This design comes from an exercise in tuning for small area and a short achievable clock period on the open sky130 flow, not from production work. RTL that was checked went through simulation tests only; none was proved equivalent to the original. No functional check of the RTL was part of runs 1, 5 and 6. Power figures rest on the tool's default switching activity, not on a simulated workload.

==> design/flow/design.v <==
package nmr_acq_pkg;
  localparam int SAMPLE_SLOT_W = 16;
endpackage
module nmr_sync_fifo (
  input  logic        CLK,
  input  logic [63:0] lo_we,
  input  logic [63:0] hi_we,
  input  logic [15:0] lo_data,
  input  logic [15:0] hi_data,
  input  logic [63:0] rd_sel,
  output logic [31:0] rd_data_a,
  output logic [31:0] rd_data_b
);
  logic [15:0] mem_lo [64];
  logic [15:0] mem_hi [64];
  always_ff @(posedge CLK) begin
    for (int i = 0; i < 64; i++) begin
      if (lo_we[i]) mem_lo[i] <= lo_data;
      if (hi_we[i]) mem_hi[i] <= hi_data;
    end
  end
  always_comb begin
    rd_data_a = '0;
    rd_data_b = '0;
    for (int i = 0; i < 32; i++) begin
      rd_data_a = rd_data_a | ({mem_hi[i],    mem_lo[i]}    & {32{rd_sel[i]}});
      rd_data_b = rd_data_b | ({mem_hi[i+32], mem_lo[i+32]} & {32{rd_sel[i+32]}});
    end
  end
endmodule
module nmr_acq_capture (
  input  logic        CLK,
  input  logic        RESET,
  input  logic        ADC_CLK,
  input  logic [15:0] ADC_DATA,
  input  logic        FSMSTAT,
  input  logic        ACQ_WND,
  input  logic [31:0] SAMPLES_PER_ECHO,
  output logic [31:0] M_DATA,
  output logic        M_VALID,
  input  logic        M_READY,
  output logic [31:0] ECHO_CNT,
  output logic [31:0] WORD_CNT,
  output logic        OVERFLOW,
  output logic        BUSY
);
  logic        busy_q, armed_q, capt_q, flush_q, waitlo_q;
  logic        adc_d;
  logic        pending_q;
  logic [31:0] rem_q;
  logic        unlim_q;
  logic        push_vld_q;
  logic [31:0] echo_q;
  logic [31:0] word_q;
  logic        ovf_q;
  logic [6:0]  cnt_q;
  logic        valid_q;    
  logic        ge2_q;      
  logic        full_q;     
  logic [5:0]  wr_q;
  logic [63:0] rd_oh;      
  logic [31:0] head_an_q, head_bn_q;
  logic        idle, start_scan, arm_capt, capt_go, stb, take, last, flush_push;
  logic        pop, push_acc, head_ld, rd_adv;
  logic [63:0] wr_oh, lo_we, hi_we;
  logic [15:0] hi_data;
  logic [31:0] rd_data_a, rd_data_b;
  assign idle       = ~busy_q;
  assign stb        = ADC_CLK & ~adc_d;
  assign start_scan = idle & FSMSTAT;
  assign arm_capt   = armed_q & ACQ_WND;
  assign capt_go    = capt_q & ACQ_WND & FSMSTAT;
  assign take       = capt_go & stb;
  assign last       = take & ~unlim_q & (rem_q == 32'd1);
  assign flush_push = flush_q & pending_q;
  always_ff @(posedge CLK or posedge RESET) begin
    if (RESET) begin
      busy_q   <= 1'b0;
      armed_q  <= 1'b0;
      capt_q   <= 1'b0;
      flush_q  <= 1'b0;
      waitlo_q <= 1'b0;
    end else begin
      busy_q   <= ~((idle & ~FSMSTAT) |
                    (armed_q & ~ACQ_WND & ~FSMSTAT) |
                    (waitlo_q & ACQ_WND & ~FSMSTAT));
      armed_q  <= start_scan |
                  (armed_q & ~ACQ_WND & FSMSTAT) |
                  (flush_q & ~ACQ_WND) |
                  (waitlo_q & ~ACQ_WND);
      capt_q   <= arm_capt | (capt_go & ~last);
      flush_q  <= (capt_q & ~capt_go) | last;
      waitlo_q <= (flush_q & ACQ_WND) | (waitlo_q & ACQ_WND & FSMSTAT);
    end
  end
  always_ff @(posedge CLK) begin
    adc_d <= ADC_CLK;
    rem_q <= arm_capt ? SAMPLES_PER_ECHO : rem_q - {31'd0, take};
    if (arm_capt) unlim_q <= (SAMPLES_PER_ECHO == 32'd0);
  end
  always_ff @(posedge CLK or posedge RESET) begin
    if (RESET) begin
      pending_q  <= 1'b0;
      push_vld_q <= 1'b0;
      echo_q     <= '0;
      word_q     <= '0;
      ovf_q      <= 1'b0;
    end else begin
      push_vld_q <= (take & pending_q) | flush_push;
      if (take)            pending_q <= ~pending_q;
      else if (flush_push) pending_q <= 1'b0;
      echo_q <= start_scan ? '0 : echo_q + {31'd0, flush_q};
      word_q <= start_scan ? '0 : word_q + {31'd0, push_acc};
      if (start_scan)                  ovf_q <= 1'b0;
      else if (push_vld_q & ~push_acc) ovf_q <= 1'b1;
    end
  end
  assign pop      = valid_q & M_READY;
  assign push_acc = push_vld_q & (~full_q | pop);
  assign head_ld  = ~valid_q | pop;
  assign rd_adv   = head_ld & (ge2_q | push_acc);
  always_comb begin
    for (int i = 0; i < 64; i++) wr_oh[i] = (wr_q == 6'(i));
  end
  assign lo_we   = wr_oh & {64{~pending_q & ~push_vld_q}};
  assign hi_we   = wr_oh & {64{pending_q}};
  assign hi_data = ADC_DATA & {16{~flush_q}};
  nmr_sync_fifo u_fifo (
    .CLK     (CLK),
    .lo_we   (lo_we),
    .hi_we   (hi_we),
    .lo_data (ADC_DATA),
    .hi_data (hi_data),
    .rd_sel  (rd_oh),
    .rd_data_a (rd_data_a),
    .rd_data_b (rd_data_b)
  );
  always_ff @(posedge CLK or posedge RESET) begin
    if (RESET) begin
      head_an_q <= '1;
      head_bn_q <= '1;
    end else if (head_ld) begin
      head_an_q <= ~rd_data_a;
      head_bn_q <= ~rd_data_b;
    end
  end
  logic [6:0] cnt_d;
  always_comb begin
    cnt_d = cnt_q;
    case ({push_acc, pop})
      2'b10:   cnt_d = cnt_q + 7'd1;
      2'b01:   cnt_d = cnt_q - 7'd1;
      default: cnt_d = cnt_q;
    endcase
  end
  always_ff @(posedge CLK or posedge RESET) begin
    if (RESET) begin
      wr_q    <= '0;
      rd_oh   <= 64'd1;
      cnt_q   <= '0;
      valid_q <= 1'b0;
      ge2_q   <= 1'b0;
      full_q  <= 1'b0;
    end else begin
      if (push_acc) wr_q <= wr_q + 6'd1;
      if (rd_adv)   rd_oh <= {rd_oh[62:0], rd_oh[63]};
      cnt_q   <= cnt_d;
      valid_q <= (cnt_d != 7'd0);
      ge2_q   <= (cnt_d >= 7'd2);
      full_q  <= (cnt_d == 7'd64);
    end
  end
  assign M_DATA   = ~(head_an_q & head_bn_q);
  assign M_VALID  = valid_q;
  assign ECHO_CNT = echo_q;
  assign WORD_CNT = word_q;
  assign OVERFLOW = ovf_q;
  assign BUSY     = busy_q;
endmodule
==> design/flow/flow/run.sh <==
#!/bin/bash
# Own flow: the standard layout (standard.sh, unchanged synthesis), with
# the port buffers made of buf_4 cells instead of the library's default pick,
# and the resizer free to change a cell's footprint when it sizes it.
set -euo pipefail
bash standard.sh \
  BUFFER_PORTS_ARGS="-buffer_cell sky130_fd_sc_hd__buf_4" \
  MATCH_CELL_FOOTPRINT=0 \
  finish > standard.log 2>&1
==> design/flow/standard.sh <==
#!/bin/bash
# synth_recipe.tcl (not shown) runs the flow's synth.tcl, then flattens the netlist and writes it again
# the make line also repeats each setting of config.mk as NAME=value (left out here)
make -C /OpenROAD-flow-scripts/flow DESIGN_CONFIG=/design/flow/config.mk WORK_HOME=/design/flow/orfs CLKGATE_MAP_FILE= SYNTH_SCRIPT=/design/flow/synth_recipe.tcl "${@:-finish}"
==> design/flow/config.mk <==
export PLATFORM = sky130hd
export DESIGN_NAME = nmr_acq_capture
export DESIGN_NICKNAME = nmr_acq_capture
export VERILOG_FILES = /design/flow/design.v
export SDC_FILE = /design/flow/constraint.sdc
export NUM_CORES = 4
export LEC_CHECK = 0
export CAP_MARGIN = 20
export CORE_MARGIN = 2
export CORE_UTILIZATION = 40
export CTS_CLUSTER_DIAMETER = 80
export CTS_CLUSTER_SIZE = 24
export SETUP_SLACK_MARGIN = 4.0
export SLEW_MARGIN = 20
==> design/flow/constraint.sdc <==
create_clock -name core_clock -period 7.0 [get_ports {CLK}]
set_input_delay 1.4000 -clock core_clock [delete_from_list [all_inputs] [get_ports {CLK}]]
set_output_delay 1.4000 -clock core_clock [all_outputs]
set_load 0.01 [all_outputs]
==> out/qor.txt, run 1 <==
status: finished clean
Hold Vio Cnt, Final: 0
largest stage delay on the critical path: 660 ps
Pwr Density: 271 nW/um^2
CTS tree: done
Clock transition at path regs: 100 ps
Final period util: 44.5%
maximum clock rate: 321 MHz
worst reg2reg path endpoint: u_fifo.mem_hi[14][12]
CP endpoint: M_DATA[1]
Syn Inst Count: 4823
critical path class: reg -> out
dpl hpwl: 145000 um
Num CTS Buffers: 108
min Tclk post-route: 3120 ps
final wirelength: 282000 um
count leader, synth: edfxtp_1
sequential cell area fraction in the yosys report: 80.7%
Die Ht: 462 um
mux share of post-synthesis cell area: 0.884%
RR Startpoint: wr_q[0]
WL/cell: 35.9 um
placed insts: 7626
Core Rows: 168
DRT antenna net count: 0
Yosys warnings: 4
Worst R2R Setup Slack: 4010 ps
fraction of synthesized cell area in xor and xnor cells: 0.898%
CP max FO: 2
Post-Synth Simple-Gate Area: 5.27%
Post-Synth Adder-Cell Area: 0.262%
io pins: 153
number of cells on the critical path: 2
initial antenna violation count: 2
Netlist cell types: 63
drt first pass iters: 9
Clk Latency, worst-skew pair: 800 ps
H-tree Lvls: 3
most frequent cells after synthesis: edfxtp_1, a22oi_1, clkbuf_1, nor2_1, nand4_1
data arrival time of the critical path: 1720 ps
RSZ-0062 raised after global routing: yes
Max Clock Skew: 53.1 ps
Hold Crit Class: reg -> reg
fillers: 18.0k
VDD IR max: 0.230 mV
CP startpoint: head_an_q[1]
Core Area: 209000 sq um
FF+latch count, synth: 2298
Die W: 462 um
via count: 50.3k
# Max-Cap Violations: 0
Starting Density: 40.2%
crit path capture type: output pin
vias in the first global route: 47.4k
GRT Util Overall: 25.9%
largest net degree at the start of global routing: 101
fin nets: 5029
number of buffer and inverter stages on the critical path: 1
Sink Count: 2298
GPL Wtd Cong: 0.813
CP Cell Sequence: nand2_4 -> buf_6
Synth Flop Type: edfxtp_1
Worst Path Required: 5600 ps
post-synthesis compound-gate area fraction: 10.5%
Slew @ Worst Pin: 1120 ps
area of the mapped netlist: 83900 sq um
slowest cell on the critical path: dfstp_2
setup_tns: 0 ps
first-pass GRT wire length: 385000 um
startpoint class of the critical path: register
area of the die: 213000 sq um
Mapped Avg Cell Area: 17.4 sq um
Static Leak: 29.1 nW
top post-synthesis cells by area: edfxtp_1, a22oi_1, dfrtp_1
GRT overflow: 0
number of flops mapped to enable cells by yosys: 2049
max_slew headroom: 25.2%
Yosys top cell by area: edfxtp_1
Mapped Nets: 4894
DR vias/cell: 6.40
Yosys top cell area share: 73.3%
DRC errors left: 0
final non-filler cell total: 7859
port bufs: 152
Max clock buf depth: 3
Post-DP Area: 89500 sq um
Iteration-0 DRC Markers: 8418
post-route cell area: 93600 sq um
Max Slew Vio Count: 0
Final setup viols: 0
Post-synth ARST share: 9.40%
CTS Root Cell: clkbuf_16
Area Overhead vs Synth: 11.5%
share of cells above drive strength 1: 17.3%
cell family with most CP delay: flip-flops
worst r2r path cells: 4
largest family of logic cells by synthesized area: compound AO/OA/AOI/OAI gates
-- state kept, by name, indices dropped and copies added (netlist names), 7 cells and up --
register / cells
echo_q: 32
cnt_q: 7
rem_q: 32
word_q: 32
rd_oh: 64
head_bn_q: 32
head_an_q: 32
u_fifo.mem_lo: 1024
u_fifo.mem_hi: 1024
-- per-stage QoR --
stage	power [mW]	hold slack, ps	util, %	worst slack (ps)
final	25.3	508	44.8	3880
after floorplan	17.0	450	-	2840
after detailed placement	18.1	485	42.8	2870
after global routing	26.0	529	44.8	3860
after CTS	25.3	504	44.6	3860
after global placement	18.0	486	42.8	2900
-- power by group --
part | total [mW] | internal (mW) | switching, mW
logic | 2.01 | 0.629 | 1.38
clock network | 7.42 | 3.15 | 4.28
registers | 15.9 | 15.5 | 0.376
-- worst min path at each step --
stage                     startpoint       to  slack, ps  depth (start not counted)
after global placement        capt_q  flush_q        490                          1
after floorplan               capt_q  flush_q        450                          1
after CTS                     capt_q  flush_q        500                          1
after global routing          capt_q  flush_q        530                          1
final                         capt_q  flush_q        510                          1
after detailed placement      capt_q  flush_q        490                          1
-- cell families (layout without fill, tap and decap cells) --
group / count (synthesis) / after routing
mux: 66 / 66
flops: 2298 / 2298
other cells: 0 / 1
buf+inv: 335 / 565
xor+xnor: 86 / 86
simple gates: 851 / 851
compound gates: 1170 / 1170
fa+ha+maj: 17 / 17
-- final cells by class --
type | instances | area [sq um] | share of cell area (%)
clock buffers | 192 | 3170 | 3.39
diodes | 1 | 2.50 | 0.00267
repair buffers | 337 | 2840 | 3.03
well taps | 2805 | 3510 | 3.75
clock inverters | 13 | 150 | 0.160
inverters | 23 | 103 | 0.110
flip-flops and latches | 2298 | 67800 | 72.4
multi-input cells | 2190 | 16000 | 17.1
-- timing repair --
action | CTS | global route
setup buffers | 5 | 21
setup endpoints to repair | 71 | 202
hold buffers | 0 | 0
pin swaps | 22 | 32
resized for setup | 83 | 14
-- cell usage in the layout (no fill, tap or decap), types with 29 or more instances in the layout --
master     synthesis  layout
edfxtp_1        2049    2049
a22oi_1          826     826
buf_4              0     289
nand4_1          182     182
nand3_1          133     133
clkbuf_16          0     112
a22o_1            99      99
nor4_1            89      89
dfrtp_1          151      87
a21oi_1           84      84
nand2_1          118      83
nor2_1           203      75
clkbuf_1         294      73
nor2_4             0      67
mux2_2            65      65
dfstp_2           65      65
a222oi_1          64      64
dfrtp_2            0      63
nor2_2             0      61
xnor2_1           56      56
o21ai_0           38      38
a221oi_1          36      35
dfxtp_1           33      33
buf_6              1      33
xor2_1            30      29
-- layer usage --
| layer | vias up | wire [um] | GRT usage, % |
|---|---|---|---|
| met5 | - | 7 | 0 |
| met4 | 2 | 10900 | 9.30 |
| met3 | 510 | 32200 | 4.41 |
| met2 | 3444 | 134000 | 41.9 |
| met1 | 26400 | 105000 | 35.3 |
| li1 | 19900 | - | - |
==> inputs of run 2 (changes only) <==
--- a/design/flow/design.v
+++ b/design/flow/design.v
@@ -137,8 +137,8 @@
   );
   always_ff @(posedge CLK or posedge RESET) begin
     if (RESET) begin
-      head_an_q <= '1;
-      head_bn_q <= '1;
+      head_an_q <= '0;
+      head_bn_q <= '0;
     end else if (head_ld) begin
       head_an_q <= ~rd_data_a;
       head_bn_q <= ~rd_data_b;
==> out/qor.txt, run 2 <==
Max clock buf depth: 3
area of the mapped netlist: 83800 sq um
DRT antenna net count: 0
Fin Hold WS: 516 ps
Clock transition at path regs: 100 ps
setup_tns: 0 ps
Num CTS Buffers: 110
Yosys warnings: 4
initial antenna violation count: 1
Die Ht: 462 um
Hold Vio Cnt, Final: 0
GRT overflow: 0
Max Clock Skew: 43.5 ps
CTS tree: done
Pwr Density: 270 nW/um^2
min Tclk post-route: 3010 ps
Clk Latency, worst-skew pair: 790 ps
number of flops mapped to enable cells by yosys: 2049
DRC errors left: 0
met3 WL post-DR: 32600 um
io pins: 153
Final setup viols: 0
Iteration-0 DRC Markers: 8193
hold_buf cts: 0
metal2 WL: 133000 um
Hold Crit Class: reg -> reg
placed insts: 7641
H-tree Lvls: 3
maximum clock rate: 333 MHz
worst r2r path cells: 2
most frequent cells after synthesis: edfxtp_1, a22oi_1, clkbuf_1, dfrtp_1, nor2_1
startpoint class of the critical path: register
top post-synthesis cells by area: edfxtp_1, a22oi_1, dfrtp_1
# Max-Cap Violations: 0
CP max FO: 16
port bufs: 152
Sink Count: 2298
Syn Inst Count: 4823
Worst Path Required: 7390 ps
first-pass GRT wire length: 383000 um
share of cells above drive strength 1: 16.2%
dpl hpwl: 147000 um
Slew @ Worst Pin: 1120 ps
fin util: 44.7%
Hold Path Depth: 1
final non-filler cell total: 7869
Yosys top cell area share: 73.4%
Synth Flop Type: edfxtp_1
fin nets: 5038
Yosys top cell by area: edfxtp_1
sequential cell area fraction in the yosys report: 80.7%
Mapped Avg Cell Area: 17.4 sq um
Regs by FF count: u_fifo.mem_hi: 1024 flops, u_fifo.mem_lo: 1024 flops, rd_oh: 64 flops
status: finished clean
FF+latch count, synth: 2298
Die W: 462 um
WL met1: 104000 um
critical path class: reg -> reg
crit path capture type: register
most common cell after layout, fill and taps aside: edfxtp_1
Static Leak: 29.1 nW
fillers: 18.0k
largest net degree at the start of global routing: 122
Core Area: 209000 sq um
Mapped Nets: 4894
Post-synth ARST share: 9.40%
Core Rows: 168
CTS Root Cell: clkbuf_16
Starting Density: 40.1%
final wirelength: 281000 um
data arrival time of the critical path: 3390 ps
most frequent cells in the layout: edfxtp_1, a22oi_1, buf_4, nand4_1, dfrtp_1
Area Overhead vs Synth: 11.3%
GRT Util Overall: 25.8%
area of the die: 213000 sq um
WL/cell: 35.7 um
max_slew headroom: 25.0%
Final period util: 43.0%
drt first pass iters: 9
DR vias/cell: 6.43
Max Slew Vio Count: 0
RSZ-0062 raised after global routing: yes
GPL Wtd Cong: 0.809
count leader, synth: edfxtp_1
highest routed metal layer: met4
vias in the first global route: 47.5k
VDD IR max: 0.190 mV
via count: 50.6k
Netlist cell types: 63
-- run 2: cell count changes after synthesis, sizes merged --
| cell | previous run | this run |
|---|---|---|
| dfrtp | 151 | 215 |
| dfstp | 65 | 1 |
-- run 2: cells by family after synthesis --
kind of cell,count (synthesis),share of synthesized area [%]
buffers and inverters,335,1.53
muxes,66,0.885
AOI/OAI and AO/OA,1170,10.5
DFF,2298,80.7
and+or+nand+nor,851,5.27
xor gates and xnor gates,86,0.899
adders and majority gates,17,0.263
-- run 2: through the flow --
step                area (sq um)  total power, mW  setup slack (ps)
CTS                        93100             25.2              3970
finish                     93300             25.2              3990
floorplan                  83900             16.9              2790
detailed placement         89500             18.0              2800
global placement           89500             17.9              2890
global route               93300             25.9              3910
-- run 2: path summary, 6_finish.rpt --
| path | slack (ps) | to | start |
|---|---|---|---|
| max | 3990 | u_fifo.mem_hi[5][10] | pending_q |
| min | 520 | head_an_q[9] | head_an_q[9] |
| max reg2reg | 3990 | u_fifo.mem_hi[5][10] | pending_q |
| min reg2reg | 520 | head_an_q[9] | head_an_q[9] |
| max in group asynchronous | 4820 | head_an_q[8] | RESET |
| min in group asynchronous | 730 | word_q[13] | RESET |
-- run 2: cell type report --
cell class / instances / area (sq um) / area share [%]
Sequential cell: 2298 / 67700 / 72.6
Multi-Input combinational cell: 2190 / 15900 / 17.0
Tap cell: 2805 / 3510 / 3.76
Clock buffer: 189 / 3150 / 3.38
Timing Repair Buffer: 344 / 2760 / 2.95
Clock inverter: 17 / 185 / 0.198
Inverter: 23 / 103 / 0.110
Antenna cell: 3 / 7.51 / 0.00805
-- run 2: power by group --
group	internal [mW]	switching [mW]
Clock	3.13	4.30
Sequential	15.5	0.346
Combinational	0.585	1.39
Total	19.2	6.03
-- run 2: timing repair --
action	CTS	global route
endpoints found under the setup margin	135	114
resized for setup	46	17
buffers inserted	8	10
pin swaps	10	6
-- run 2: metal layers --
metal  vias up  track usage [%]
li1      19900                -
met1     26600             34.7
met2      3488             41.7
met3       542             5.07
met4         0             9.28
met5         -            0.113
-- run 2: critical path, cell delays in order (launching register included) --
cell and delay, ps:
dfrtp_1 720, nand2_1 790, nor2_4 1090
==> inputs of run 3 (changes only) <==
--- a/design/flow/config.mk
+++ b/design/flow/config.mk
@@ -10,5 +10,5 @@
 export CORE_UTILIZATION = 40
 export CTS_CLUSTER_DIAMETER = 80
 export CTS_CLUSTER_SIZE = 24
-export SETUP_SLACK_MARGIN = 4.0
+export SETUP_SLACK_MARGIN = 4.2
 export SLEW_MARGIN = 20
==> out/qor.txt, run 3 <==
Syn Inst Count: 4823
Mapped Nets: 4894
Yosys top cell area share: 73.4%
Clk pwr share: 29.2%
final wirelength: 283000 um
Slew @ Worst Pin: 1110 ps
min Tclk post-route: 2990 ps
hold_buf cts: 0
critical path class: reg -> out
CP endpoint: M_DATA[31]
Hold Path Depth: 1
status: finished clean
Post-Place Setup Slack: 2800 ps
Mapped Avg Cell Area: 17.4 sq um
Netlist cell types: 63
Starting Density: 40.1%
Area Overhead vs Synth: 13.2%
slowest cell on the critical path: dfrtp_2
Design Power: 25.4 mW
RR Startpoint: pending_q
DRC errors left: 0
Synth Flop Type: edfxtp_1
Core Area: 209000 sq um
largest stage delay on the critical path: 490 ps
placed insts: 7641
Die Ht: 462 um
H-tree Lvls: 3
Hold Crit Class: reg -> reg
Max Clock Skew: 49.2 ps
most frequent cells in the layout: edfxtp_1, a22oi_1, buf_4, nand4_1, nand3_1
fin nets: 5150
crit path capture type: output pin
Yosys top cell by area: edfxtp_1
Yosys warnings: 4
Setup WS post-layout: 4010 ps
Regs by FF count: u_fifo.mem_hi: 1024 flops, u_fifo.mem_lo: 1024 flops, rd_oh: 64 flops
Num CTS Buffers: 110
CTS Root Cell: clkbuf_16
top post-synthesis cells by area: edfxtp_1, a22oi_1, dfrtp_1
Max clock buf depth: 3
CP max FO: 2
Pwr Density: 268 nW/um^2
sequential cell area fraction in the yosys report: 80.7%
FF+latch count, synth: 2298
number of flops mapped to enable cells by yosys: 2049
RSZ-0062 raised after global routing: yes
Post-synth ARST share: 9.40%
worst reg2reg path endpoint: u_fifo.mem_hi[20][2]
Worst R2R Setup Slack: 4140 ps
Sink Count: 2298
area of the die: 213000 sq um
GRT overflow: 0
DRT antenna net count: 0
Switch Pwr: 6.10 mW
count leader, synth: edfxtp_1
Max Slew Vio Count: 0
Die W: 462 um
Final period util: 42.7%
CTS tree: done
drt first pass iters: 6
io pins: 153
fin util: 45.4%
Core Rows: 168
Iteration-0 DRC Markers: 8333
most common cell after layout, fill and taps aside: edfxtp_1
share of cells above drive strength 1: 19.3%
Final setup viols: 0
data arrival time of the critical path: 1590 ps
switch share: 24.0%
Worst Path Required: 5600 ps
CP startpoint: head_bn_q[31]
initial antenna violation count: 2
sequential cell fraction of total power: 62.2%
Static Leak: 29.8 nW
WL/cell: 35.5 um
via count: 51.1k
max_slew headroom: 25.8%
Clk Latency, worst-skew pair: 800 ps
GPL Wtd Cong: 0.809
GRT Util Overall: 26.0%
CP Cell Sequence: nand2_4 -> buf_6
Gate power share: 8.5%
port bufs: 152
VDD IR max: 0.199 mV
maximum clock rate: 335 MHz
setup_tns: 0 ps
startpoint class of the critical path: register
dpl hpwl: 147000 um
DR vias/cell: 6.40
first-pass GRT wire length: 386000 um
vias in the first global route: 48.1k
largest net degree at the start of global routing: 122
area of the mapped netlist: 83800 sq um
Int Pwr: 19.3 mW
final non-filler cell total: 7980
worst r2r path cells: 2
# Max-Cap Violations: 0
Hold Vio Cnt, Final: 0
Clock transition at path regs: 100 ps
most frequent cells after synthesis: edfxtp_1, a22oi_1, clkbuf_1, dfrtp_1, nor2_1
[run 3: logic make-up after synthesis]
family          Yosys count  synth area share [%]
buf+inv                 335                  1.53
simple gates            851                  5.27
flops                  2298                  80.7
xor+xnor                 86                 0.899
mux                      66                 0.885
fa+ha+maj                17                 0.263
compound gates         1170                  10.5
[run 3: final cells by class]
| cell class | count | area (sq um) |
|---|---|---|
| fillers | 17800 | 114000 |
| well taps | 2805 | 3510 |
| clock buffers | 189 | 3150 |
| repair buffers | 456 | 4110 |
| flip-flops and latches | 2298 | 67700 |
| inverters | 23 | 105 |
| multi-input cells | 2190 | 16100 |
| diodes | 2 | 5.00 |
| clock inverters | 17 | 185 |
[run 3: how the worst min path moves through the flow]
stage	start	endpoint	slack, ps
3_5_place_dp	capt_q	flush_q	490
6_report	rd_oh[32]	rd_oh[32]	530
3_3_place_gp	capt_q	flush_q	490
4_1_cts	capt_q	flush_q	520
2_1_floorplan	capt_q	flush_q	450
5_1_grt	rd_oh[32]	rd_oh[32]	540
[run 3: power groups by stage]
stage,sequential [mW],combinational (mW),clock (mW)
final,15.8,2.17,7.44
after global routing,15.9,2.28,7.94
after CTS,15.8,2.05,7.49
after detailed placement,16.1,1.89,0
after global placement,16.1,1.84,0
after floorplan,16.0,0.941,0
[run 3: worst max-delay path, delay by kind of cell, from the launching register on]
kind | cells | cell delay [ps]
buf+inv | 1 | 150
flops | 1 | 490
simple gates | 1 | 140
[run 3: metal layers]
metal  track usage (%)  vias to the layer above  wire (um)
li1                  -                    20200          -
met1              34.8                    26900     105000
met2              42.1                     3439     134000
met3              5.27                      564      32400
met4              9.35                        0      11400
met5                 0                        -          0
[run 3: timing repair]
item                       4_1_cts  5_1_grt
resized for setup              168       32
gates cloned                     0        0
setup endpoints to repair      773      169
setup buffers                  105       26
pin swaps                       54       32
[run 3: stage by stage]
step                hold slack [ps]  cell area (sq um)
finish                          525              94900
global route                    538              94900
CTS                             520              94500
detailed placement              490              89500
global placement                486              89500
floorplan                       450              83900
==> inputs of run 4 (changes only) <==
--- a/design/flow/config.mk
+++ b/design/flow/config.mk
@@ -8,6 +8,7 @@
 export CAP_MARGIN = 20
 export CORE_MARGIN = 2
 export CORE_UTILIZATION = 40
+export CTS_BUF_LIST = sky130_fd_sc_hd__clkbuf_8 sky130_fd_sc_hd__clkbuf_16
 export CTS_CLUSTER_DIAMETER = 80
 export CTS_CLUSTER_SIZE = 24
 export SETUP_SLACK_MARGIN = 4.2
==> out/qor.txt, run 4 <==
hold_buf cts: 0
Max clock buf depth: 3
vias in the first global route: 48.1k
GRT Util Overall: 26.0%
Gate power share: 8.6%
GR peak layer: met2
Core Area: 209000 sq um
Multi-input gate area: 16100 sq um
GRT overflow: 0
largest family of logic cells by synthesized area: compound AO/OA/AOI/OAI gates
area of the mapped netlist: 83800 sq um
most frequent cells in the layout: edfxtp_1, a22oi_1, buf_4, nand4_1, nand3_1
Mapped Avg Cell Area: 17.4 sq um
Slew @ Worst Pin: 1090 ps
CP Cell Sequence: nand2_4 -> buf_6
FF+latch count, synth: 2298
Core Rows: 168
Hold Path Depth: 1
most frequent cells after synthesis: edfxtp_1, a22oi_1, clkbuf_1, dfrtp_1, nor2_1
Post-Synth Adder-Cell Area: 0.263%
fin util: 45.4%
Clk pwr share: 29.0%
maximum clock rate: 337 MHz
largest net degree at the start of global routing: 122
RR Startpoint: pending_q
Static Leak: 30.1 nW
initial antenna violation count: 2
sequential cell fraction of total power: 62.4%
Yosys top cell area share: 73.4%
DRC errors left: 0
Yosys top cell by area: edfxtp_1
Hold Crit Endpoint: rd_oh[32]
Post-synth ARST share: 9.40%
data arrival time of the critical path: 1570 ps
Design Power: 25.4 mW
Die W: 462 um
Netlist cell types: 63
drt first pass iters: 14
max_slew headroom: 26.9%
Pwr Density: 267 nW/um^2
final non-filler cell total: 7983
most common cell after layout, fill and taps aside: edfxtp_1
Mapped Nets: 4894
area of the die: 213000 sq um
slowest cell on the critical path: dfrtp_2
Switch Pwr: 6.12 mW
crit path capture type: output pin
Worst R2R Setup Slack: 4160 ps
min Tclk post-route: 2970 ps
first-pass GRT wire length: 386000 um
Setup WS post-layout: 4030 ps
RSZ-0062 raised after global routing: yes
placed insts: 7641
Die Ht: 462 um
Int Pwr: 19.2 mW
share of cells above drive strength 1: 19.3%
number of flops mapped to enable cells by yosys: 2049
Area Overhead vs Synth: 13.2%
# Max-Cap Violations: 0
Iteration-0 DRC Markers: 8415
Hold Crit Class: reg -> reg
fillers: 17.8k
Final setup viols: 0
DRT antenna net count: 0
top post-synthesis cells by area: edfxtp_1, a22oi_1, dfrtp_1
mux share of post-synthesis cell area: 0.885%
Post-Place Setup Slack: 2800 ps
H-tree Lvls: 3
Max Clock Skew: 47.8 ps
met1 global-route usage: 34.8%
fin nets: 5150
largest stage delay on the critical path: 500 ps
CP max FO: 2
register area: 67700 sq um
worst r2r path cells: 2
Regs by FF count: u_fifo.mem_hi: 1024 flops, u_fifo.mem_lo: 1024 flops, rd_oh: 64 flops
Final period util: 42.4%
worst reg2reg path endpoint: u_fifo.mem_hi[20][2]
Clk Latency, worst-skew pair: 790 ps
switch share: 24.2%
Hold Vio Cnt, Final: 0
Num CTS Buffers: 110
status: finished clean
Synth Flop Type: edfxtp_1
Sink Count: 2298
Syn Inst Count: 4823
GPL Wtd Cong: 0.809
WL/cell: 35.5 um
count leader, synth: edfxtp_1
Worst Path Required: 5600 ps
Max Slew Vio Count: 0
critical path class: reg -> out
met2 Track Usage GR: 42.1%
dpl hpwl: 147000 um
VDD IR max: 0.196 mV
Yosys warnings: 4
Clock transition at path regs: 100 ps
fraction of synthesized cell area in xor and xnor cells: 0.899%
final wirelength: 284000 um
CTS tree: done
post-synthesis compound-gate area fraction: 10.5%
setup_tns: 0 ps
DR vias/cell: 6.41
startpoint class of the critical path: register
CTS Root Cell: clkbuf_16
Starting Density: 40.1%
M3 GR Usage: 5.27%
via count: 51.2k
port bufs: 152
io pins: 153
sequential cell area fraction in the yosys report: 80.7%
min-delay src: rd_oh[32]
Post-Synth Simple-Gate Area: 5.27%
[run 4: changes by cell type in the layout (fill, tap and decap cells not counted)]
cell | before | now
clkbuf_1 | 72 | 0
diode_2 | 2 | 5
inv_1 | 19 | 91
[run 4: how the worst max path moves through the flow]
stage                      end           from  cells past startpoint  slack (ps)
floorplan              armed_q          RESET                      1        2790
global placement     rem_q[16]        ACQ_WND                     10        2890
detailed placement   rem_q[16]        ACQ_WND                     10        2800
CTS                 M_DATA[27]  head_bn_q[27]                      2        4000
global route        M_DATA[24]  head_an_q[24]                      2        4030
finish              M_DATA[31]  head_bn_q[31]                      2        4030
[run 4: critical path: cells and delay by family, from the launching register on]
family	cells	cell delay [ps]
buf+inv	1	120
simple gates	1	160
flops	1	500
[run 4: per-stage QoR]
step / instance area [sq um] / hold slack (ps)
global placement: 89500 / 486
finish: 94900 / 524
global route: 94900 / 538
detailed placement: 89500 / 490
CTS: 94500 / 520
floorplan: 83900 / 450
[run 4: metal layers]
metal | vias up | share of wire [%] | wire (um)
met5 | - | 0 | 0
met4 | 0 | 4.1 | 11500
met3 | 555 | 12 | 33700
met2 | 3610 | 47 | 134000
met1 | 26800 | 37 | 105000
li1 | 20200 | - | -
[run 4: kinds of logic (layout without fill, tap and decap cells)]
| logic type | after synthesis | in the layout |
|---|---|---|
| compound gates | 1170 | 1170 |
| flops | 2298 | 2298 |
| buf+inv | 335 | 685 |
| fa+ha+maj | 17 | 17 |
| mux | 66 | 66 |
| other cells | 0 | 5 |
| simple gates | 851 | 851 |
| xor+xnor | 86 | 86 |
[run 4: repair_timing]
action	4_1_cts	5_1_grt
gates resized for setup	168	32
pin swaps	54	32
buffers inserted	105	26
endpoints found under the setup margin	772	169
[run 4: power by group through the flow]
stage	registers (mW)	clock network [mW]	logic, mW
3_3_place_gp	16.1	0	1.84
5_1_grt	15.9	7.85	2.28
4_1_cts	15.8	7.39	2.05
6_report	15.8	7.35	2.17
2_1_floorplan	16.0	0	0.941
3_5_place_dp	16.1	0	1.89
[run 4: layout make-up]
class / count / area share [%]
Antenna cell: 5 / 0.0132
Timing Repair Buffer: 456 / 4.33
Inverter: 23 / 0.111
Clock inverter: 89 / 0.480
Clock buffer: 117 / 3.04
Tap cell: 2805 / 3.70
Multi-Input combinational cell: 2190 / 17.0
Sequential cell: 2298 / 71.4
==> inputs of run 5 (changes only) <==
--- a/design/flow/design.v
+++ b/design/flow/design.v
@@ -73,6 +73,10 @@
   assign take       = capt_go & stb;
   assign last       = take & ~unlim_q & (rem_q == 32'd1);
   assign flush_push = flush_q & pending_q;
+  logic [31:0] rem_flip, echo_flip, word_flip;
+  assign rem_flip  = rem_q  ^ (rem_q  - 32'd1);
+  assign echo_flip = echo_q ^ (echo_q + 32'd1);
+  assign word_flip = word_q ^ (word_q + 32'd1);
   always_ff @(posedge CLK or posedge RESET) begin
     if (RESET) begin
       busy_q   <= 1'b0;
@@ -95,7 +99,7 @@
   end
   always_ff @(posedge CLK) begin
     adc_d <= ADC_CLK;
-    rem_q <= arm_capt ? SAMPLES_PER_ECHO : rem_q - {31'd0, take};
+    rem_q <= arm_capt ? SAMPLES_PER_ECHO : rem_q ^ (rem_flip & {32{take}});
     if (arm_capt) unlim_q <= (SAMPLES_PER_ECHO == 32'd0);
   end
   always_ff @(posedge CLK or posedge RESET) begin
@@ -109,8 +113,8 @@
       push_vld_q <= (take & pending_q) | flush_push;
       if (take)            pending_q <= ~pending_q;
       else if (flush_push) pending_q <= 1'b0;
-      echo_q <= start_scan ? '0 : echo_q + {31'd0, flush_q};
-      word_q <= start_scan ? '0 : word_q + {31'd0, push_acc};
+      echo_q <= start_scan ? '0 : echo_q ^ (echo_flip & {32{flush_q}});
+      word_q <= start_scan ? '0 : word_q ^ (word_flip & {32{push_acc}});
       if (start_scan)                  ovf_q <= 1'b0;
       else if (push_vld_q & ~push_acc) ovf_q <= 1'b1;
     end
@@ -144,15 +148,15 @@
       head_bn_q <= ~rd_data_b;
     end
   end
-  logic [6:0] cnt_d;
-  always_comb begin
-    cnt_d = cnt_q;
-    case ({push_acc, pop})
-      2'b10:   cnt_d = cnt_q + 7'd1;
-      2'b01:   cnt_d = cnt_q - 7'd1;
-      default: cnt_d = cnt_q;
-    endcase
-  end
+  logic       inc, dec;
+  logic [6:0] cnt_p1, cnt_m1;
+  logic       ge3, eq63;
+  assign inc    = push_acc & ~pop;
+  assign dec    = pop & ~push_acc;
+  assign cnt_p1 = cnt_q + 7'd1;
+  assign cnt_m1 = cnt_q - 7'd1;
+  assign ge3    = (cnt_q >= 7'd3);
+  assign eq63   = (cnt_q == 7'd63);
   always_ff @(posedge CLK or posedge RESET) begin
     if (RESET) begin
       wr_q    <= '0;
@@ -164,10 +168,10 @@
     end else begin
       if (push_acc) wr_q <= wr_q + 6'd1;
       if (rd_adv)   rd_oh <= {rd_oh[62:0], rd_oh[63]};
-      cnt_q   <= cnt_d;
-      valid_q <= (cnt_d != 7'd0);
-      ge2_q   <= (cnt_d >= 7'd2);
-      full_q  <= (cnt_d == 7'd64);
+      cnt_q   <= cnt_q ^ ((cnt_q ^ cnt_p1) & {7{inc}}) ^ ((cnt_q ^ cnt_m1) & {7{dec}});
+      valid_q <= inc | (dec ? ge2_q : valid_q);
+      ge2_q   <= inc ? valid_q : (dec ? ge3 : ge2_q);
+      full_q  <= inc ? eq63 : (dec ? 1'b0 : full_q);
     end
   end
   assign M_DATA   = ~(head_an_q & head_bn_q);
--- a/design/flow/config.mk
+++ b/design/flow/config.mk
@@ -8,8 +8,7 @@
 export CAP_MARGIN = 20
 export CORE_MARGIN = 2
 export CORE_UTILIZATION = 40
-export CTS_BUF_LIST = sky130_fd_sc_hd__clkbuf_8 sky130_fd_sc_hd__clkbuf_16
 export CTS_CLUSTER_DIAMETER = 80
 export CTS_CLUSTER_SIZE = 24
-export SETUP_SLACK_MARGIN = 4.2
+export SETUP_SLACK_MARGIN = 4.4
 export SLEW_MARGIN = 20
==> out/qor.txt, run 5 <==
first-pass GRT wire length: 388000 um
top post-synthesis cells by area: edfxtp_1, a22oi_1, dfrtp_1
largest family of logic cells by synthesized area: compound AO/OA/AOI/OAI gates
Area Overhead vs Synth: 13.8%
Final setup viols: 0
Starting Density: 40.2%
Syn Inst Count: 4807
Mapped Nets: 4873
Yosys top cell area share: 74.3%
Regs by FF count: u_fifo.mem_hi: 1024 flops, u_fifo.mem_lo: 1024 flops, rd_oh: 64 flops
WL/cell: 35.7 um
port bufs: 152
Core Area: 209000 sq um
status: finished clean
Static Leak: 30.3 nW
GR peak layer: met2
CP max FO: 2
fraction of synthesized cell area in xor and xnor cells: 0.969%
Setup WS post-layout: 4010 ps
Clock transition at path regs: 90 ps
share of cells above drive strength 1: 19.9%
H-tree Lvls: 3
area of the mapped netlist: 84100 sq um
most frequent cells after synthesis: edfxtp_1, a22oi_1, clkbuf_1, dfrtp_1, nand4_1
fin nets: 5168
Netlist cell types: 62
max_slew headroom: 16.8%
min Tclk post-route: 2990 ps
Post-synth ARST share: 9.40%
io pins: 153
most frequent cells in the layout: edfxtp_1, a22oi_1, buf_4, nand4_1, dfrtp_2
# Max-Cap Violations: 0
drt first pass iters: 8
M3 GR Usage: 4.37%
Clk Latency, worst-skew pair: 780 ps
count leader, synth: edfxtp_1
final non-filler cell total: 7996
Max Clock Skew: 44.7 ps
Slew @ Worst Pin: 1250 ps
sequential cell area fraction in the yosys report: 80.8%
Gate power share: 9.1%
number of flops mapped to enable cells by yosys: 2080
Post-Place Setup Slack: 3220 ps
setup_tns: 0 ps
Post-Synth Simple-Gate Area: 5.26%
largest net degree at the start of global routing: 105
Design Power: 25.3 mW
initial antenna violation count: 6
Switch Pwr: 6.07 mW
switch share: 24.0%
most common cell after layout, fill and taps aside: edfxtp_1
Max clock buf depth: 3
Final period util: 42.7%
VDD IR max: 0.215 mV
final wirelength: 286000 um
Post-Synth Adder-Cell Area: 0.179%
largest stage delay on the critical path: 520 ps
Core Rows: 168
dpl hpwl: 147000 um
DRT antenna net count: 0
post-synthesis compound-gate area fraction: 10.4%
CP Cell Sequence: nand2_4 -> buf_6
GRT Util Overall: 25.8%
area of the die: 214000 sq um
data arrival time of the critical path: 1590 ps
sequential cell fraction of total power: 62.5%
Mapped Avg Cell Area: 17.5 sq um
Sink Count: 2298
RSZ-0062 raised after global routing: yes
DR vias/cell: 6.44
Iteration-0 DRC Markers: 8820
Pwr Density: 264 nW/um^2
via count: 51.5k
met1 global-route usage: 34.7%
Hold Vio Cnt, Final: 0
Yosys warnings: 4
DRC errors left: 0
critical path class: reg -> out
maximum clock rate: 335 MHz
Int Pwr: 19.2 mW
Worst Path Required: 5600 ps
mux share of post-synthesis cell area: 0.906%
Max Slew Vio Count: 0
Hold Crit Class: reg -> reg
Num CTS Buffers: 108
Clk pwr share: 28.4%
CTS tree: done
vias in the first global route: 48.3k
CTS Root Cell: clkbuf_16
FF+latch count, synth: 2298
Yosys top cell by area: edfxtp_1
Synth Flop Type: edfxtp_1
Die W: 462 um
GPL Wtd Cong: 0.838
startpoint class of the critical path: register
Die Ht: 462 um
crit path capture type: output pin
slowest cell on the critical path: dfrtp_2
placed insts: 7616
met2 Track Usage GR: 41.6%
GRT overflow: 0
==> run 5: cell count changes after synthesis, moves of 15 or more <==
cell,change
dfxtp_1,-31
edfxtp_1,+31
a22oi_1,+28
nand4_1,+25
nand3_1,-20
xor2_1,+20
a221oi_1,-15
==> run 5: final cells by class <==
class                   instances  area (sq um)
well taps                    2805          3510
repair buffers                500          4990
flip-flops and latches       2298         68100
diodes                          4          10.0
clock inverters                13           146
inverters                      16          67.6
fillers                     17700        113000
multi-input cells            2178         15900
clock buffers                 182          2990
==> run 5: power by group through the flow <==
stage | logic, mW | clock network (mW) | registers, mW
after detailed placement | 1.94 | 0 | 16.1
after global routing | 2.39 | 7.69 | 15.8
after CTS | 2.23 | 7.23 | 15.8
final | 2.29 | 7.20 | 15.8
after global placement | 1.90 | 0 | 16.1
after floorplan | 0.913 | 0 | 15.9
==> run 5: through the flow <==
| step | instance area (sq um) | util, % | hold slack (ps) |
|---|---|---|---|
| 5_1_grt | 95700 | 45.8 | 507 |
| 2_1_floorplan | 84200 | - | 455 |
| 4_1_cts | 95300 | 45.6 | 501 |
| 3_3_place_gp | 89600 | 42.8 | 488 |
| 3_5_place_dp | 89700 | 42.9 | 484 |
| 6_report | 95700 | 45.8 | 505 |
==> run 5: per-layer routing <==
layer / vias up / routed length, um
met2: 3734 / 135000
met1: 26900 / 105000
li1: 20200 / -
met4: 8 / 13400
met5: - / 51
met3: 646 / 32900
==> run 5: kinds of logic after synthesis <==
kind of cell / after synthesis
and+or+nand+nor: 840
DFF: 2298
xor gates and xnor gates: 93
AOI/OAI and AO/OA: 1164
muxes: 68
adders and majority gates: 12
buffers and inverters: 332
==> run 5: critical path: cells and delay by family (launching register included) <==
| kind | cells | cell delay (ps) |
|---|---|---|
| DFF | 1 | 520 |
| buffers and inverters | 1 | 150 |
| and+or+nand+nor | 1 | 140 |
==> run 5: timing repair <==
item / in CTS / in global routing
pin swaps: 79 / 16
setup endpoints to repair: 1733 / 536
hold buffers: 0 / 0
cloned: 1 / 0
setup buffers: 145 / 35
resized for setup: 219 / 21
==> run 5: path summary, 6_finish.rpt <==
check | startpoint | end | slack [ps] | cells after the start
max | head_an_q[13] | M_DATA[13] | 4010 | 2
min | cnt_q[5] | cnt_q[5] | 500 | 1
max reg2reg | wr_q[2] | u_fifo.mem_lo[54][14] | 4250 | 4
min reg2reg | cnt_q[5] | cnt_q[5] | 500 | 1
max in group asynchronous | RESET | head_an_q[15] | 4810 | 4
min in group asynchronous | RESET | echo_q[11] | 580 | 2
==> inputs of run 6 (changes only) <==
--- a/design/flow/config.mk
+++ b/design/flow/config.mk
@@ -10,5 +10,5 @@
 export CORE_UTILIZATION = 40
 export CTS_CLUSTER_DIAMETER = 80
 export CTS_CLUSTER_SIZE = 24
-export SETUP_SLACK_MARGIN = 4.4
+export SETUP_SLACK_MARGIN = 4.2
 export SLEW_MARGIN = 20
==> out/qor.txt, run 6 <==
slowest cell on the critical path: dfrtp_2
maximum clock rate: 334 MHz
WL/cell: 35.7 um
Pwr Density: 268 nW/um^2
DRC errors left: 0
CTS Root Cell: clkbuf_16
port bufs: 152
dpl hpwl: 149000 um
Static Leak: 30.0 nW
final wirelength: 284000 um
data arrival time of the critical path: 1600 ps
CP Cell Sequence: nand2_4 -> buf_6
Hold Crit Class: reg -> reg
Setup WS post-layout: 4000 ps
Max Slew Vio Count: 0
Regs by FF count: u_fifo.mem_hi: 1024 flops, u_fifo.mem_lo: 1024 flops, rd_oh: 64 flops
count leader, synth: edfxtp_1
Mapped Avg Cell Area: 17.5 sq um
CTS tree: done
top post-synthesis cells by area: edfxtp_1, a22oi_1, dfrtp_1
DRT antenna net count: 0
number of flops mapped to enable cells by yosys: 2080
max_slew headroom: 27.0%
final non-filler cell total: 7949
Post-Place Setup Slack: 3250 ps
# Max-Cap Violations: 0
Iteration-0 DRC Markers: 8452
fin util: 45.3%
Fin Hold WS: 503 ps
Slew @ Worst Pin: 1090 ps
GPL Wtd Cong: 0.813
DR vias/cell: 6.43
GRT Util Overall: 25.7%
FF+latch count, synth: 2298
most common cell after layout, fill and taps aside: edfxtp_1
Max Clock Skew: 43.1 ps
io pins: 153
Yosys top cell area share: 74.3%
Max clock buf depth: 3
critical path class: reg -> out
startpoint class of the critical path: register
Starting Density: 40.2%
Core Rows: 168
Num CTS Buffers: 108
RSZ-0062 raised after global routing: yes
Netlist cell types: 62
initial antenna violation count: 10
cell family with most CP delay: flip-flops
Die W: 462 um
Syn Inst Count: 4807
crit path capture type: output pin
Sink Count: 2298
Clk Latency, worst-skew pair: 800 ps
Mapped Nets: 4873
vias in the first global route: 48.6k
GRT overflow: 0
sequential cell area fraction in the yosys report: 80.8%
Core Area: 209000 sq um
Final period util: 42.8%
Synth Flop Type: edfxtp_1
Post-synth ARST share: 9.40%
share of cells above drive strength 1: 18.8%
most frequent cells in the layout: edfxtp_1, a22oi_1, buf_4, nand4_1, dfrtp_2
Yosys warnings: 4
hold_buf cts: 0
status: finished clean
min Tclk post-route: 3000 ps
most frequent cells after synthesis: edfxtp_1, a22oi_1, clkbuf_1, dfrtp_1, nand4_1
Worst Path Required: 5600 ps
placed insts: 7633
Hold Vio Cnt, Final: 0
first-pass GRT wire length: 388000 um
VDD IR max: 0.237 mV
Yosys top cell by area: edfxtp_1
setup_tns: 0 ps
Worst R2R Setup Slack: 4160 ps
via count: 51.1k
drt first pass iters: 6
number of buffer and inverter stages on the critical path: 1
H-tree Lvls: 3
area of the die: 214000 sq um
CP max FO: 2
Area Overhead vs Synth: 12.7%
Final setup viols: 0
area of the mapped netlist: 84100 sq um
Clock transition at path regs: 100 ps
largest stage delay on the critical path: 500 ps
fin nets: 5122
Die Ht: 462 um
largest net degree at the start of global routing: 114
==> run 6: cell count changes in the layout (fill, tap and decap cells not counted), sizes merged <==
cell and change:
buf -46, inv +7, clkinv -4, bufinv -1, clkinvlp -1, diode -1
nor2b -1
==> run 6: logic make-up after synthesis <==
kind of cell	Yosys count	synth area share (%)
buf+inv	332	1.50
flops	2298	80.8
compound gates	1164	10.4
mux	68	0.906
simple gates	840	5.26
xor+xnor	93	0.969
fa+ha+maj	12	0.179
==> run 6: layout make-up <==
type,instances,area [sq um]
Clock buffer,181,3070
Antenna cell,3,7.51
Timing Repair Buffer,455,4120
Multi-Input combinational cell,2177,15800
Tap cell,2805,3510
Inverter,16,63.8
Fill cell,17800,114000
Clock inverter,14,140
Sequential cell,2298,68100
==> run 6: metal layers <==
| metal | GRT usage [%] | wire length [um] | vias to the layer above |
|---|---|---|---|
| li1 | - | - | 20100 |
| met1 | 34.4 | 104000 | 26700 |
| met2 | 41.6 | 134000 | 3649 |
| met3 | 4.61 | 31900 | 623 |
| met4 | 10.3 | 13400 | 8 |
| met5 | 0 | 52 | - |
==> run 6: per-stage QoR <==
step           power (mW)  instance area [sq um]
2_1_floorplan        16.8                  84100
3_3_place_gp         17.9                  89700
3_5_place_dp         18.0                  89700
4_1_cts              25.3                  94500
5_1_grt              26.0                  94700
6_report             25.3                  94700
==> run 6: path summary, 6_finish.rpt <==
kind                          startpoint                   end  cells past startpoint
setup / recovery           head_an_q[31]            M_DATA[31]                      2
hold / removal                  cnt_q[5]              cnt_q[5]                      1
setup reg to reg                 wr_q[0]  u_fifo.mem_hi[50][9]                      5
hold reg to reg                 cnt_q[5]              cnt_q[5]                      1
max in group asynchronous          RESET          head_bn_q[7]                      3
min in group asynchronous          RESET             echo_q[8]                      2
==> run 6: power breakdown <==
group / internal, mW / switching (mW) / total (mW)
Clock: 3.05 / 4.27 / 7.33
Combinational: 0.739 / 1.46 / 2.20
Sequential: 15.5 / 0.356 / 15.8
Total: 19.2 / 6.09 / 25.3
==> run 6: what timing repair did <==
item | 4_1_cts | 5_1_grt
gates cloned | 0 | 0
pin swaps | 52 | 19
setup endpoints to repair | 772 | 379
gates resized for setup | 149 | 11
buffers inserted | 102 | 15
==> inputs of run 7 (changes only) <==
--- a/design/flow/design.v
+++ b/design/flow/design.v
@@ -59,7 +59,7 @@
   logic        full_q;     
   logic [5:0]  wr_q;
   logic [63:0] rd_oh;      
-  logic [31:0] head_an_q, head_bn_q;
+  logic [31:0] head_q;
   logic        idle, start_scan, arm_capt, capt_go, stb, take, last, flush_push;
   logic        pop, push_acc, head_ld, rd_adv;
   logic [63:0] wr_oh, lo_we, hi_we;
@@ -140,13 +140,8 @@
     .rd_data_b (rd_data_b)
   );
   always_ff @(posedge CLK or posedge RESET) begin
-    if (RESET) begin
-      head_an_q <= '0;
-      head_bn_q <= '0;
-    end else if (head_ld) begin
-      head_an_q <= ~rd_data_a;
-      head_bn_q <= ~rd_data_b;
-    end
+    if (RESET)        head_q <= '0;
+    else if (head_ld) head_q <= rd_data_a | rd_data_b;
   end
   logic       inc, dec;
   logic [6:0] cnt_p1, cnt_m1;
@@ -174,7 +169,7 @@
       full_q  <= inc ? eq63 : (dec ? 1'b0 : full_q);
     end
   end
-  assign M_DATA   = ~(head_an_q & head_bn_q);
+  assign M_DATA   = head_q;
   assign M_VALID  = valid_q;
   assign ECHO_CNT = echo_q;
   assign WORD_CNT = word_q;
--- a/design/flow/config.mk
+++ b/design/flow/config.mk
@@ -10,5 +10,5 @@
 export CORE_UTILIZATION = 40
 export CTS_CLUSTER_DIAMETER = 80
 export CTS_CLUSTER_SIZE = 24
-export SETUP_SLACK_MARGIN = 4.2
+export SETUP_SLACK_MARGIN = 4.3
 export SLEW_MARGIN = 20
==> out/qor.txt, run 7 <==
status: finished clean
CP startpoint: head_q[17]
H-tree Lvls: 3
Mapped Nets: 4823
Hold Path Depth: 1
RSZ-0062 raised after global routing: yes
Yosys top cell area share: 75.2%
count leader, synth: edfxtp_1
Iteration-0 DRC Markers: 13.6k
via count: 55.1k
DRC errors left: 0
vias in the first global route: 49.7k
Hold Vio Cnt, Final: 0
port bufs: 152
largest family of logic cells by synthesized area: compound AO/OA/AOI/OAI gates
Core Rows: 167
Core Area: 207000 sq um
Setup WS post-layout: 4040 ps
max_slew headroom: 19.9%
largest stage delay on the critical path: 520 ps
GRT Util Overall: 32.0%
Pwr Density: 267 nW/um^2
Yosys warnings: 4
Max Clock Skew: 101 ps
critical path class: reg -> out
FF+latch count, synth: 2266
worst reg2reg path endpoint: head_q[14]
Post-synth ARST share: 8.12%
data arrival time of the critical path: 1560 ps
io pins: 153
CTS Root Cell: clkbuf_16
Num CTS Buffers: 110
number of cells on the critical path: 1
most frequent cells after synthesis: edfxtp_1, a22oi_1, clkbuf_1, nor2_1, dfrtp_1
initial antenna violation count: 12
VDD IR max: 0.257 mV
Clock transition at path regs: 100 ps
number of buffer and inverter stages on the critical path: 1
RR Startpoint: rd_oh[49]
Yosys top cell by area: edfxtp_1
DR vias/cell: 7.02
post-synthesis compound-gate area fraction: 10.4%
fraction of synthesized cell area in xor and xnor cells: 0.970%
slowest cell on the critical path: dfrtp_2
Sink Count: 2266
GRT overflow: 0
Hold Crit Class: reg -> reg
Post-Place Setup Slack: 3450 ps
fin util: 45.3%
CP max FO: 2
Max Slew Vio Count: 0
drt first pass iters: 6
Design Power: 25.0 mW
Die Ht: 460 um
hold_buf cts: 0
maximum clock rate: 338 MHz
first-pass GRT wire length: 451000 um
Post-Synth Adder-Cell Area: 0.181%
Netlist cell types: 55
GPL Wtd Cong: 0.871
most frequent cells in the layout: edfxtp_1, a22oi_1, buf_4, nand4_1, a22o_1
Syn Inst Count: 4757
Final setup viols: 0
WL/cell: 44.3 um
share of cells above drive strength 1: 18.7%
sequential cell area fraction in the yosys report: 80.8%
Post-Synth Simple-Gate Area: 5.14%
final wirelength: 348000 um
min Tclk post-route: 2960 ps
dpl hpwl: 178000 um
Clk Latency, worst-skew pair: 870 ps
area of the mapped netlist: 83100 sq um
# Max-Cap Violations: 0
CP Cell Sequence: buf_6
Max clock buf depth: 3
Slew @ Worst Pin: 1200 ps
Area Overhead vs Synth: 12.8%
Final period util: 42.3%
top post-synthesis cells by area: edfxtp_1, a22oi_1, dfrtp_1
crit path capture type: output pin
Mapped Avg Cell Area: 17.5 sq um
DRT antenna net count: 0
largest net degree at the start of global routing: 108
mux share of post-synthesis cell area: 0.940%
Worst Path Required: 5600 ps
setup_tns: 0 ps
Starting Density: 40.2%
Hold Crit Endpoint: cnt_q[6]
most common cell after layout, fill and taps aside: edfxtp_1
fin nets: 5098
worst r2r path cells: 6
Synth Flop Type: edfxtp_1
area of the die: 211000 sq um
CTS tree: done
startpoint class of the critical path: register
number of flops mapped to enable cells by yosys: 2080
Static Leak: 29.6 nW
Die W: 460 um
Regs by FF count: u_fifo.mem_hi: 1024 flops, u_fifo.mem_lo: 1024 flops, rd_oh: 64 flops
cell family with most CP delay: flip-flops
Worst R2R Setup Slack: 4280 ps
min-delay src: cnt_q[6]
run 7: cell count changes in the layout (fill, tap and decap cells not counted), moves of 34 or more:
cell / delta
a22oi_1: -151
nor2_2: +37
nor2_4: -38
nor3_1: +62
a221oi_1: +101
nor2_1: +45
nor4_1: -35
buf_6: +54
a22o_1: +49
a21oi_1: -34
run 7: through the flow:
stage / hold slack, ps / instance area, sq um / cells
global route: 530 / 93700 / 7830
global placement: 483 / 88600 / 7512
detailed placement: 486 / 88700 / 7513
CTS: 518 / 93100 / 7789
floorplan: 450 / 83300 / 4757
finish: 514 / 93700 / 7840
run 7: report_power, final:
group | leakage [nW] | switching (mW) | internal (mW) | total, mW
Sequential | 21.1 | 0.265 | 15.2 | 15.5
Clock | 1.61 | 4.44 | 3.14 | 7.58
Combinational | 6.94 | 1.31 | 0.622 | 1.93
Total | 29.6 | 6.01 | 19.0 | 25.0
run 7: cells by family after synthesis:
kind of cell,Yosys count
flops,2266
compound gates,1130
simple gates,846
buf+inv,341
xor+xnor,92
mux,70
fa+ha+maj,12
run 7: final cells by class:
cell class / count / area (sq um)
Inverter: 26 / 101
Fill cell: 17700 / 113000
Sequential cell: 2266 / 67200
Clock inverter: 24 / 399
Antenna cell: 11 / 27.5
Clock buffer: 181 / 3030
Timing Repair Buffer: 478 / 4270
Tap cell: 2704 / 3380
Multi-Input combinational cell: 2150 / 15200
run 7: worst max path at each step:
stage	slack, ps	to
CTS	4040	M_DATA[17]
finish	4040	M_DATA[17]
global route	4050	M_DATA[2]
floorplan	3240	armed_q
detailed placement	3450	rd_oh[29]
global placement	3500	rd_oh[6]
run 7: routing by layer:
layer	GRT usage [%]	routed length [um]
met5	0.505	235
met4	16.9	23000
met3	11.5	61400
met2	45.9	146000
met1	42.5	117000
run 7: what timing repair did:
item                       4_1_cts  5_1_grt
setup endpoints to repair      230      439
pin swaps                        3        3
cloned                           0        0
gates resized for setup        142        9
buffers inserted                71       25
==> inputs of run 8 (changes only) <==
--- a/design/flow/config.mk
+++ b/design/flow/config.mk
@@ -10,5 +10,5 @@
 export CORE_UTILIZATION = 40
 export CTS_CLUSTER_DIAMETER = 80
 export CTS_CLUSTER_SIZE = 24
-export SETUP_SLACK_MARGIN = 4.3
+export SETUP_SLACK_MARGIN = 4.5
 export SLEW_MARGIN = 20
==> out/qor.txt, run 8 <==
Post-Place Setup Slack: 2930 ps
fin nets: 5105
Mapped Avg Cell Area: 17.5 sq um
Setup WS post-layout: 4080 ps
Max Clock Skew: 61.8 ps
Yosys top cell area share: 75.2%
vias in the first global route: 49.8k
startpoint class of the critical path: register
Netlist cell types: 55
most frequent cells in the layout: edfxtp_1, a22oi_1, buf_4, nand4_1, a22o_1
most common cell after layout, fill and taps aside: edfxtp_1
Slew @ Worst Pin: 1290 ps
Yosys top cell by area: edfxtp_1
GRT overflow: 0
Clk Latency, worst-skew pair: 820 ps
via count: 54.7k
fraction of synthesized cell area in xor and xnor cells: 0.970%
Int Pwr: 19.0 mW
io pins: 153
largest family of logic cells by synthesized area: compound AO/OA/AOI/OAI gates
fin util: 45.6%
FF+latch count, synth: 2266
Post-DP Area: 89000 sq um
placed insts: 7514
final non-filler cell total: 7847
Switch Pwr: 5.95 mW
RSZ-0062 raised after global routing: yes
Core Area: 207000 sq um
sequential cell fraction of total power: 62.1%
post-synthesis compound-gate area fraction: 10.4%
H-tree Lvls: 3
Die Ht: 460 um
sequential cell area fraction in the yosys report: 80.8%
mux share of post-synthesis cell area: 0.940%
Post-Synth Simple-Gate Area: 5.14%
Syn Inst Count: 4757
status: finished clean
slowest cell on the critical path: dfrtp_2
VDD IR max: 0.254 mV
Core Rows: 167
number of flops mapped to enable cells by yosys: 2080
maximum clock rate: 343 MHz
Worst Path Required: 5600 ps
CP max FO: 2
cell family with most CP delay: flip-flops
Synth Flop Type: edfxtp_1
Max Slew Vio Count: 0
Iteration-0 DRC Markers: 11.6k
Pwr Density: 265 nW/um^2
hold_buf cts: 0
largest stage delay on the critical path: 430 ps
critical path class: reg -> out
Area Overhead vs Synth: 13.4%
first-pass GRT wire length: 447000 um
Sink Count: 2266
GPL Wtd Cong: 0.864
setup_tns: 0 ps
Yosys warnings: 4
CTS Root Cell: clkbuf_16
Starting Density: 40.2%
area of the die: 211000 sq um
port bufs: 152
Post-Synth Adder-Cell Area: 0.181%
Hold Crit Class: reg -> reg
crit path capture type: output pin
drt first pass iters: 8
initial antenna violation count: 15
Mapped Nets: 4823
most frequent cells after synthesis: edfxtp_1, a22oi_1, clkbuf_1, nor2_1, dfrtp_1
Die W: 460 um
WL/cell: 43.7 um
Max clock buf depth: 3
count leader, synth: edfxtp_1
number of buffer and inverter stages on the critical path: 2
Final period util: 41.7%
area of the mapped netlist: 83100 sq um
largest net degree at the start of global routing: 95
Clk pwr share: 30.0%
data arrival time of the critical path: 1520 ps
post-route cell area: 94200 sq um
DR vias/cell: 6.97
share of cells above drive strength 1: 19.3%
Regs by FF count: u_fifo.mem_hi: 1024 flops, u_fifo.mem_lo: 1024 flops, rd_oh: 64 flops
GRT Util Overall: 31.6%
Num CTS Buffers: 109
max_slew headroom: 14.0%
final wirelength: 343000 um
Post-synth ARST share: 8.12%
DRC errors left: 0
Final setup viols: 0
switch share: 23.8%
# Max-Cap Violations: 0
CTS tree: done
dpl hpwl: 177000 um
Clock transition at path regs: 100 ps
Hold Vio Cnt, Final: 0
top post-synthesis cells by area: edfxtp_1, a22oi_1, dfrtp_1
min Tclk post-route: 2920 ps
CP Cell Sequence: buf_12 -> buf_6
Static Leak: 29.9 nW
DRT antenna net count: 0
Gate power share: 7.9%
-- run 8: cell counts after synthesis --
No cell type changed its count.
-- run 8: final cells by class --
| type | count | area (sq um) |
|---|---|---|
| Fill cell | 17500 | 112000 |
| Sequential cell | 2266 | 67300 |
| Multi-Input combinational cell | 2163 | 15800 |
| Timing Repair Buffer | 472 | 4180 |
| Tap cell | 2704 | 3380 |
| Clock buffer | 185 | 3160 |
| Clock inverter | 17 | 215 |
| Inverter | 26 | 108 |
| Antenna cell | 13 | 32.5 |
| Timing Repair inverter | 1 | 7.51 |
-- run 8: kinds of logic after synthesis --
| logic type | Yosys count |
|---|---|
| flip-flops | 2266 |
| adder cells (fa/ha/maj) | 12 |
| XOR/XNOR | 92 |
| multiplexers | 70 |
| AO/OA/AOI/OAI | 1130 |
| AND/OR/NAND/NOR | 846 |
| buffers and inverters | 341 |
-- run 8: repair_timing --
item | CTS | global route
buffers inserted | 77 | 26
hold endpoints to repair | 0 | 0
pin swaps | 15 | 5
gates resized for setup | 177 | 51
setup endpoints to repair | 1511 | 698
cloned | 12 | 2
-- run 8: power by group through the flow --
stage / Clock (mW) / Sequential (mW) / Combinational [mW]
6_report: 7.49 / 15.5 / 1.98
5_1_grt: 7.90 / 15.5 / 2.04
4_1_cts: 7.46 / 15.5 / 1.87
3_5_place_dp: 0 / 15.8 / 1.68
3_3_place_gp: 0 / 15.8 / 1.64
2_1_floorplan: 0 / 15.7 / 0.828
-- run 8: worst reg2reg max path: cells and delay by family (launching register included) --
| kind | cells | cell delay [ps] |
|---|---|---|
| buffers and inverters | 1 | 490 |
| AO/OA/AOI/OAI | 2 | 680 |
| flip-flops | 1 | 620 |
| AND/OR/NAND/NOR | 2 | 640 |
-- run 8: worst paths after layout --
kind / start / to / slack, ps / depth (start not counted)
max in group asynchronous: RESET / rd_oh[62] / 4590 / 4
min reg2reg: cnt_q[6] / cnt_q[6] / 490 / 1
min in group asynchronous: RESET / head_q[29] / 760 / 2
max: head_q[4] / M_DATA[4] / 4080 / 2
max reg2reg: rd_oh[34] / head_q[13] / 4430 / 5
min: cnt_q[6] / cnt_q[6] / 490 / 1
-- run 8: through the flow --
step           hold WS, ps  power [mW]
2_1_floorplan          461        16.5
3_3_place_gp           487        17.4
3_5_place_dp           484        17.5
4_1_cts                499        24.8
5_1_grt                529        25.5
6_report               493        25.0
-- run 8: metal layers --
| layer | vias to the layer above | routed length [um] | global-route usage (%) |
|---|---|---|---|
| met1 | 28100 | 116000 | 41.4 |
| met4 | 10 | 21700 | 16.6 |
| met2 | 5571 | 146000 | 46.4 |
| met3 | 1084 | 58300 | 11.0 |
| met5 | - | 172 | 0.138 |
| li1 | 19900 | - | - |

==> what the ideal ports hide <==
In the flow no input, the clock included, has a driving cell. The finished layouts below were timed again as built, in two steps. Step 1: set_driving_cell puts a clkbuf_16 on CLK and a buf_2 on each other input, an assumption about the parent block. Step 2 also shifts input and output timing later by t, the mid clock arrival at the registers, as if the neighbouring blocks saw the same clock. Slacks: no drivers / after step 1 / after step 2; pairs: no drivers / after step 1.
| run | t (ns) | setup slack, ns | worst register clock-pin slew, ns |
|---|---|---|---|
| run 1 | 0.873 | 3.884 / 3.786 / 3.117 | 0.10 / 0.10 |
| run 2 | 0.857 | 3.993 / 3.919 / 3.153 | 0.10 / 0.10 |
| run 3 | 0.863 | 4.012 / 3.926 / 3.241 | 0.10 / 0.10 |
| run 4 | 0.860 | 4.031 / 3.944 / 3.241 | 0.10 / 0.10 |
| run 5 | 0.830 | 4.011 / 3.937 / 3.634 | 0.10 / 0.10 |
| run 6 | 0.859 | 4.003 / 3.922 / 3.451 | 0.10 / 0.10 |
| run 7 | 0.910 | 4.039 / 3.947 / 3.526 | 0.10 / 0.10 |
| run 8 | 0.877 | 4.081 / 4.000 / 3.656 | 0.10 / 0.10 |
After both steps setup and hold are still met in every run listed. For run 2, which loses most, drivers alone change the setup slack by -0.074 ns; drivers and shift together by -0.840 ns.
